Background: an optimization exercise with open tools, aiming at small area and few clock cycles per item. Do not read the settings as production practice. Function was checked by simulation only, so behaviour that the tests miss may differ from the original.

==> flow/design.v <==
`default_nettype none
package brbm_pkg;
  localparam int COORD_W    = 12;
  localparam int SAMPLE_W   = 8;
  localparam int EDGE_W     = 13;
  localparam int CFG_IDX_W  = 3;
  localparam int CFG_DATA_W = 32;
  localparam logic [CFG_IDX_W-1:0] CFG_BOX_LEFT    = 3'd0;
  localparam logic [CFG_IDX_W-1:0] CFG_BOX_RIGHT   = 3'd1;
  localparam logic [CFG_IDX_W-1:0] CFG_BOX_TOP     = 3'd2;
  localparam logic [CFG_IDX_W-1:0] CFG_BOX_BOTTOM  = 3'd3;
  localparam logic [CFG_IDX_W-1:0] CFG_REDACT_MODE = 3'd4;
  localparam logic [CFG_IDX_W-1:0] CFG_FILL_YUVA   = 3'd5;
  localparam logic MODE_SOLID  = 1'b0;
  localparam logic MODE_MOSAIC = 1'b1;
endpackage
`default_nettype wire
`default_nettype none
module brbm_corner_store #(
  parameter int DEPTH = 64,
  parameter int AW    = 6,
  parameter int DW    = 24
) (
  input  wire logic          clk_i,
  input  wire logic          we_i,
  input  wire logic [AW-1:0] addr_i,
  input  wire logic [DW-1:0] wdata_i,
  output logic      [DW-1:0] rdata_o
);
  logic [DW-1:0]    mem [0:DEPTH-1];
  logic [DEPTH-1:0] sel;
  always_comb begin
    for (int i = 0; i < DEPTH; i++) sel[i] = (addr_i == AW'(i));
  end
  always_ff @(posedge clk_i) begin
    for (int i = 0; i < DEPTH; i++) begin
      if (we_i && sel[i]) mem[i] <= wdata_i;
    end
  end
  always_comb begin
    rdata_o = '0;
    for (int i = 0; i < DEPTH; i++) begin
      rdata_o = rdata_o | (mem[i] & {DW{sel[i]}});
    end
  end
endmodule
`default_nettype wire
`default_nettype none
module box_redact_blend_mosaic_core (
  input  wire logic                             clk_i,
  input  wire logic                             rst_ni,
  input  wire logic                             cfg_we_i,
  input  wire logic [brbm_pkg::CFG_IDX_W-1:0]   cfg_index_i,
  input  wire logic [brbm_pkg::CFG_DATA_W-1:0]  cfg_data_i,
  input  wire logic                             in_valid_i,
  output logic                                  in_stall_o,
  input  wire logic [brbm_pkg::COORD_W-1:0]     col_i,
  input  wire logic [brbm_pkg::COORD_W-1:0]     row_index_i,
  input  wire logic [brbm_pkg::SAMPLE_W-1:0]    luma_in_i,
  input  wire logic [brbm_pkg::SAMPLE_W-1:0]    cb_in_i,
  input  wire logic [brbm_pkg::SAMPLE_W-1:0]    cr_in_i,
  output logic                                  out_valid_o,
  input  wire logic                             out_stall_i,
  output logic [brbm_pkg::SAMPLE_W-1:0]         luma_out_o,
  output logic [brbm_pkg::SAMPLE_W-1:0]         cb_out_o,
  output logic [brbm_pkg::SAMPLE_W-1:0]         cr_out_o
);
  localparam int COORD_W    = brbm_pkg::COORD_W;
  localparam int SAMPLE_W   = brbm_pkg::SAMPLE_W;
  localparam int EDGE_W     = brbm_pkg::EDGE_W;
  localparam int CFG_DATA_W = brbm_pkg::CFG_DATA_W;
  logic [COORD_W-1:0]    box_left_q, box_top_q;
  logic [EDGE_W-1:0]     box_right_q, box_bottom_q;
  logic                  mode_q;
  logic [CFG_DATA_W-1:0] fill_q;
  always_ff @(posedge clk_i or negedge rst_ni) begin
    if (!rst_ni) begin
      box_left_q   <= '0;
      box_right_q  <= '0;
      box_top_q    <= '0;
      box_bottom_q <= '0;
      mode_q       <= brbm_pkg::MODE_MOSAIC;
      fill_q       <= '0;
    end else if (cfg_we_i) begin
      case (cfg_index_i)
        brbm_pkg::CFG_BOX_LEFT:    box_left_q   <= cfg_data_i[COORD_W-1:0];
        brbm_pkg::CFG_BOX_RIGHT:   box_right_q  <= cfg_data_i[EDGE_W-1:0];
        brbm_pkg::CFG_BOX_TOP:     box_top_q    <= cfg_data_i[COORD_W-1:0];
        brbm_pkg::CFG_BOX_BOTTOM:  box_bottom_q <= cfg_data_i[EDGE_W-1:0];
        brbm_pkg::CFG_REDACT_MODE: mode_q       <= cfg_data_i[0];
        brbm_pkg::CFG_FILL_YUVA:   fill_q       <= cfg_data_i;
        default: ;
      endcase
    end
  end
  logic v_q, en;
  assign en         = !v_q || !out_stall_i;
  assign in_stall_o = !en;
  always_ff @(posedge clk_i or negedge rst_ni) begin
    if (!rst_ni) begin
      v_q <= 1'b0;
    end else if (en) begin
      v_q <= in_valid_i;
    end
  end
  logic in_box, corner;
  logic [3*SAMPLE_W-1:0] pix, rdata;
  assign pix    = {luma_in_i, cb_in_i, cr_in_i};
  assign in_box = (col_i >= box_left_q) && ({1'b0, col_i} < box_right_q) &&
                  (row_index_i >= box_top_q) && ({1'b0, row_index_i} < box_bottom_q);
  assign corner = (col_i[5:0] == 6'd0) && (row_index_i[5:0] == 6'd0);
  brbm_corner_store #(
    .DEPTH (64),
    .AW    (6),
    .DW    (3*SAMPLE_W)
  ) u_store (
    .clk_i   (clk_i),
    .we_i    (in_valid_i && en && corner),
    .addr_i  (col_i[11:6]),
    .wdata_i (pix),
    .rdata_o (rdata)
  );
  function automatic logic [SAMPLE_W-1:0] blend(input logic [SAMPLE_W-1:0] s,
                                                input logic [SAMPLE_W-1:0] f,
                                                input logic [SAMPLE_W-1:0] a);
    logic signed [SAMPLE_W+1:0] d, as;
    logic signed [17:0]         t, b;
    logic [16:0]                u;
    d  = {2'b00, f} - {2'b00, s};
    as = {2'b00, a};
    b  = {2'b00, s, 8'd0} - {10'd0, s};
    t  = as * d + b;
    u = t[15:0] + {8'd0, t[15:8]} + 17'd1;
    blend = u[15:8];
  endfunction
  logic [3*SAMPLE_W-1:0] mixed, result;
  assign mixed = {blend(luma_in_i, fill_q[31:24], fill_q[7:0]),
                  blend(cb_in_i,   fill_q[23:16], fill_q[7:0]),
                  blend(cr_in_i,   fill_q[15:8],  fill_q[7:0])};
  always_comb begin
    if (!in_box)                               result = pix;
    else if (mode_q == brbm_pkg::MODE_SOLID)   result = mixed;
    else if (corner)                           result = pix;
    else                                       result = rdata;
  end
  logic [3*SAMPLE_W-1:0] out_q;
  always_ff @(posedge clk_i) begin
    if (en) out_q <= result;
  end
  assign out_valid_o = v_q;
  assign {luma_out_o, cb_out_o, cr_out_o} = out_q;
endmodule
`default_nettype wire
==> flow/run.sh <==
#!/bin/bash
# synth_recipe.tcl (not shown) runs the flow's synth.tcl, then flattens the netlist and writes it again
# the make line also repeats each setting of config.mk as NAME=value (left out here)
make -C /OpenROAD-flow-scripts/flow DESIGN_CONFIG=/design/flow/config.mk WORK_HOME=/design/flow/orfs CLKGATE_MAP_FILE= SYNTH_SCRIPT=/design/flow/synth_recipe.tcl finish
==> flow/config.mk <==
export PLATFORM = sky130hd
export DESIGN_NAME = box_redact_blend_mosaic_core
export DESIGN_NICKNAME = box_redact_blend_mosaic_core
export VERILOG_FILES = /design/flow/design.v
export SDC_FILE = /design/flow/constraint.sdc
export NUM_CORES = 4
export LEC_CHECK = 0
export CAP_MARGIN = 20
export CORE_MARGIN = 2
export CORE_UTILIZATION = 40
export SLEW_MARGIN = 20
==> flow/constraint.sdc <==
create_clock -name core_clock -period 6.5 [get_ports {clk_i}]
set_input_delay 1.3000 -clock core_clock [delete_from_list [all_inputs] [get_ports {clk_i}]]
set_output_delay 1.3000 -clock core_clock [all_outputs]
set_load 0.01 [all_outputs]
==> summary.txt <==
* Hold Fails Final Rpt: 0
- Estimated wirelength of the detail-placed design: 192.3 mm
- Routability-driven placement finished with a final weighted congestion of 0.9389.
- Pre-CTS setup slack: -3.015 ns
- The first global-routing pass estimated 400.7 mm of wire.
* Share of post-route cells with drive strength above 1: 22.27%
- Minimum clock period: 8.541 ns
- Arrival time of data at the critical path endpoint: 9.10 ns
- Share of synthesized cell area in and, or, nand and nor gates: 7.214%
* Cell types with the highest counts after synthesis: 1,560 x sky130_fd_sc_hd__edfxtp_1, 712 x sky130_fd_sc_hd__a22oi_1, 350 x sky130_fd_sc_hd__nand2_1
- Highest clock rate: 117.1 MHz
- Root Driver: sky130_fd_sc_hd__clkbuf_16
- Clock transition at the register clock pins on the worst setup and hold paths after CTS: 0.07 ns
- After Yosys synthesis, full adders, half adders and majority gates account for 9.124% of the synthesized area.
- Critical path peak fanout: 3
- Most used flip-flop cell after synthesis: sky130_fd_sc_hd__edfxtp_1
* Library cell with the largest summed area after synthesis: sky130_fd_sc_hd__edfxtp_1
* Critical path capture point type: register
- For this block, the via count after detailed routing is 50.84k.
- A clean result was blocked by setup timing.
* Slew Viols, Final: 0
- Setup repair after global routing could not meet its margin everywhere.
* Leftover overflow at the end of global routing: 0
- The top cell type by area accounts for 65.24% of the synthesized area.
- Post-synthesis cell count: 4,773
* TritonCTS Sinks: 1,644
* Routed via count divided by cell count: 6.391
- Fillers: 15.30k
- Final setup slack of the worst path: -2.041 ns
- Number of antenna violations at the first check in global routing: 16
* Synthesized-area fraction occupied by xor and xnor cells: 0.8783%
- After routing the design area is 87,190 um^2.
* Routed len/inst: 37.47 um
* I/O Buffers: 113
* Cell area reported after detailed placement: 81,060 um^2
- In the detailed route, the total length drawn on met2 is 126.3 mm.
- The synthesized netlist contains 88 unique library cells.
- The die is 427.7 um tall.
* Combinational family with the most area after synthesis: compound AO/OA/AOI/OAI gates
* Number of global-route vias before repair: 48.16k
- WL final: 298.0 mm
* Area enclosed by the die boundary: 182,900 um^2
- Setup violations remaining at the end of the flow were counted as 24.
- Nature of the critical path startpoint: primary input
- Top cells by area, synth: sky130_fd_sc_hd__edfxtp_1 65%, sky130_fd_sc_hd__a22oi_1 7.4%, sky130_fd_sc_hd__fa_1 4.8%
* Number of cell rows: 155
* Top-count cell post-synth: sky130_fd_sc_hd__edfxtp_1
* Net count of the mapped netlist: 5,282
- Clock skew after layout: 0.05622 ns
- Slew Limit Headroom: 14.36%
- The later pin in the worst-skew pair is clocked with a latency of 0.84 ns.
- Post-route ant nets: 0
- Wire segments on met3 add up to 47.25 mm in the final route.
- Once the floorplan was initialized, standard cells occupied 40.24% of the core.
* Total number of H-tree levels: 4
* Slowest stage cell on the critical path: sky130_fd_sc_hd__fa_1
* Area Growth Syn to Fin: 21.44%
* Area of the mapped netlist: 71,800 um^2
- The final layout contains 5,975 nets.
* Pin count of the biggest net entering global routing: 70
- The Yosys step of the flow raised 3 warnings.
- For this run, the detailed router's first-pass iteration total came to 6.
* Final design utilization: 48.87%
* Mapped Avg Cell Area: 15.04 um^2
- The most numerous cell type found on the critical path is sky130_fd_sc_hd__fa_1.
- In the final timing run, aggregate negative setup slack is -34.49 ns.
- In this run, synthesis inferred 1,560 flip-flops with an integrated enable.
- Core region area: 178,400 um^2
* Worst endpoint required time: 7.06 ns
* Largest stage delay on the critical path: 0.54 ns
- Of the post-synthesis cell area, the part taken by muxes is 0.8121%.
- The highest metal layer carrying signal wires in the routed design is met5.
- Class of the worst hold path: primary input to asynchronous set/reset pin
- The worst path uses 131.4% of the clock period.
- Crit path kind: primary input to register
* Transition at the pin with the smallest max-transition slack: 1.281 ns
- Overall track demand over capacity in global routing: 32.19%
* M1 wire length: 104.8 mm
- The share of the Yosys chip area taken by registers is 68.17%.
- Number of synthesized register bits: 1,644
* Number of clock buffers inserted by TritonCTS: 162
- Run status: finished with violations
- In this run the horizontal extent of the chip is 427.7 um.
- The synthesized netlist devotes 10.74% of its cell area to compound gates.
- Async set-reset flop share out of synthesis: 5.109%
- Number of remaining DRC errors: 0
- Number of design-rule violations left by the first detailed-router iteration: 9,905
- Clock tree from TritonCTS: built
- I/O pin count: 114
* Count of maximum capacitance violations: 0
- Maximum buffer depth of the clock tree: 3
stage by stage:
| stage | std cells | hold slack [ns] |
|---|---|---|
| 2_1_floorplan | 4773 | 0.4742 |
| 3_3_place_gp | 7625 | 0.4834 |
| 3_5_place_dp | 7629 | 0.4885 |
| 4_1_cts | 7936 | 0.3645 |
| 5_1_grt | 7950 | 0.3794 |
| 6_report | 7955 | 0.3844 |
layout make-up:
cell class              count  area, um^2  share of cell area (%)
multi-input cells        2590       22510                   25.81
inverters                 322        1227                   1.408
repair buffers            746        6411                   7.353
diodes                      5       12.51                 0.01435
flip-flops and latches   1644       48950                   56.14
clock buffers             210        4265                   4.892
clock inverters            83       872.1                   1.000
well taps                2355        2947                   3.379
logic make-up (layout without fill, tap and decap cells):
kind of cell,Yosys count,in the layout
AO/OA/AOI/OAI,1050,1050
adder cells (fa/ha/maj),421,421
multiplexers,52,52
buffers and inverters,539,1361
XOR/XNOR,72,72
AND/OR/NAND/NOR,995,995
flip-flops,1644,1644
other,0,5
what timing repair did:
item	4_1_cts	5_1_grt
setup buffers	19	16
gates cloned	0	0
endpoints found under the setup margin	24	24
hold buffers	0	0
pin swaps	82	39
gates resized for setup	85	73
registers in the layout, summed over array words and instances, names as in the netlist:
register and count:
u_store.mem 1536, out_q 24, v_q 1, box_top_q 12
box_bottom_q 13, fill_q 32, box_left_q 12, box_right_q 13
mode_q 1
critical path, delay by kind of cell:
family / cells / cell delay (ns)
AND/OR/NAND/NOR: 7 / 1.58
AO/OA/AOI/OAI: 9 / 1.81
XOR/XNOR: 3 / 0.40
adder cells (fa/ha/maj): 8 / 3.37
buffers and inverters: 7 / 0.61
cells in the final DEF (no fill, tap or decap), types with 19 or more instances in the layout:
cell and n:
sky130_fd_sc_hd__buf_4 582, sky130_fd_sc_hd__nor4_1 43, sky130_fd_sc_hd__nand2b_1 30, sky130_fd_sc_hd__and2_1 63
sky130_fd_sc_hd__clkbuf_1 46, sky130_fd_sc_hd__nor2_4 19, sky130_fd_sc_hd__o21ai_0 58, sky130_fd_sc_hd__a221oi_1 23
sky130_fd_sc_hd__clkbuf_16 163, sky130_fd_sc_hd__nor2b_1 31, sky130_fd_sc_hd__nor3_4 30, sky130_fd_sc_hd__edfxtp_1 1560
sky130_fd_sc_hd__mux2_2 50, sky130_fd_sc_hd__a22o_1 24, sky130_fd_sc_hd__nor4_2 50, sky130_fd_sc_hd__ha_1 227
sky130_fd_sc_hd__clkinv_1 35, sky130_fd_sc_hd__clkdlybuf4s50_1 88, sky130_fd_sc_hd__clkinv_2 20, sky130_fd_sc_hd__a21oi_1 47
sky130_fd_sc_hd__nand4_1 83, sky130_fd_sc_hd__nor3_2 37, sky130_fd_sc_hd__nor2_1 67, sky130_fd_sc_hd__nand3_1 34
sky130_fd_sc_hd__inv_1 308, sky130_fd_sc_hd__nor3_1 51, sky130_fd_sc_hd__nand2_1 342, sky130_fd_sc_hd__fa_1 167
sky130_fd_sc_hd__a21o_1 23, sky130_fd_sc_hd__xnor2_1 36, sky130_fd_sc_hd__dfrtp_1 83, sky130_fd_sc_hd__buf_12 43
sky130_fd_sc_hd__a22oi_1 712
path summary, 6_finish.rpt:
kind | start | end | slack (ns) | depth (start not counted)
setup reg to reg | fill_q[16] | out_q[15] | -1.94 | 35
hold reg to reg | box_bottom_q[0] | box_bottom_q[0] | 0.50 | 1
setup / recovery | cb_in_i[1] | out_q[15] | -2.04 | 34
hold / removal | rst_ni | fill_q[24] | 0.38 | 1
min in group core_clock | box_bottom_q[0] | box_bottom_q[0] | 0.50 | 1
max in group asynchronous | rst_ni | box_right_q[12] | 4.85 | 2
layer usage:
metal,vias up,track usage [%]
met5,-,0
met1,25570,41.87
met4,22,16.68
met3,928,12.18
li1,19910,-
met2,4413,46.83
Testbench counts, summed over its fixed seeds: cycles 66,516, items 65,536.

re-timing with driven ports:
How much do the figures lean on ideal ports? The routed layout below was timed once more, with nothing changed but the port constraints.
Step 1, drivers: a clkbuf_16 drives clk_i and a buf_2 each remaining input, both assumed.
Step 2 moves the port delays by t, midway between the first and last clock arrival at a register: inputs arrive t later, outputs are due t later. That takes back most of the time a late clock gives input paths.
Slacks: ideal / step 1 / step 2; pairs: ideal / step 1.
shift t [ns]: 0.884
slack for setup (ns): -2.041 / -2.054 / -2.938
worst setup path at the end: input to register
latest minus earliest clock arrival (ns): 0.092 / 0.092
The setup slack of this run moves by -0.013 ns with the drivers and by -0.897 ns with both steps.
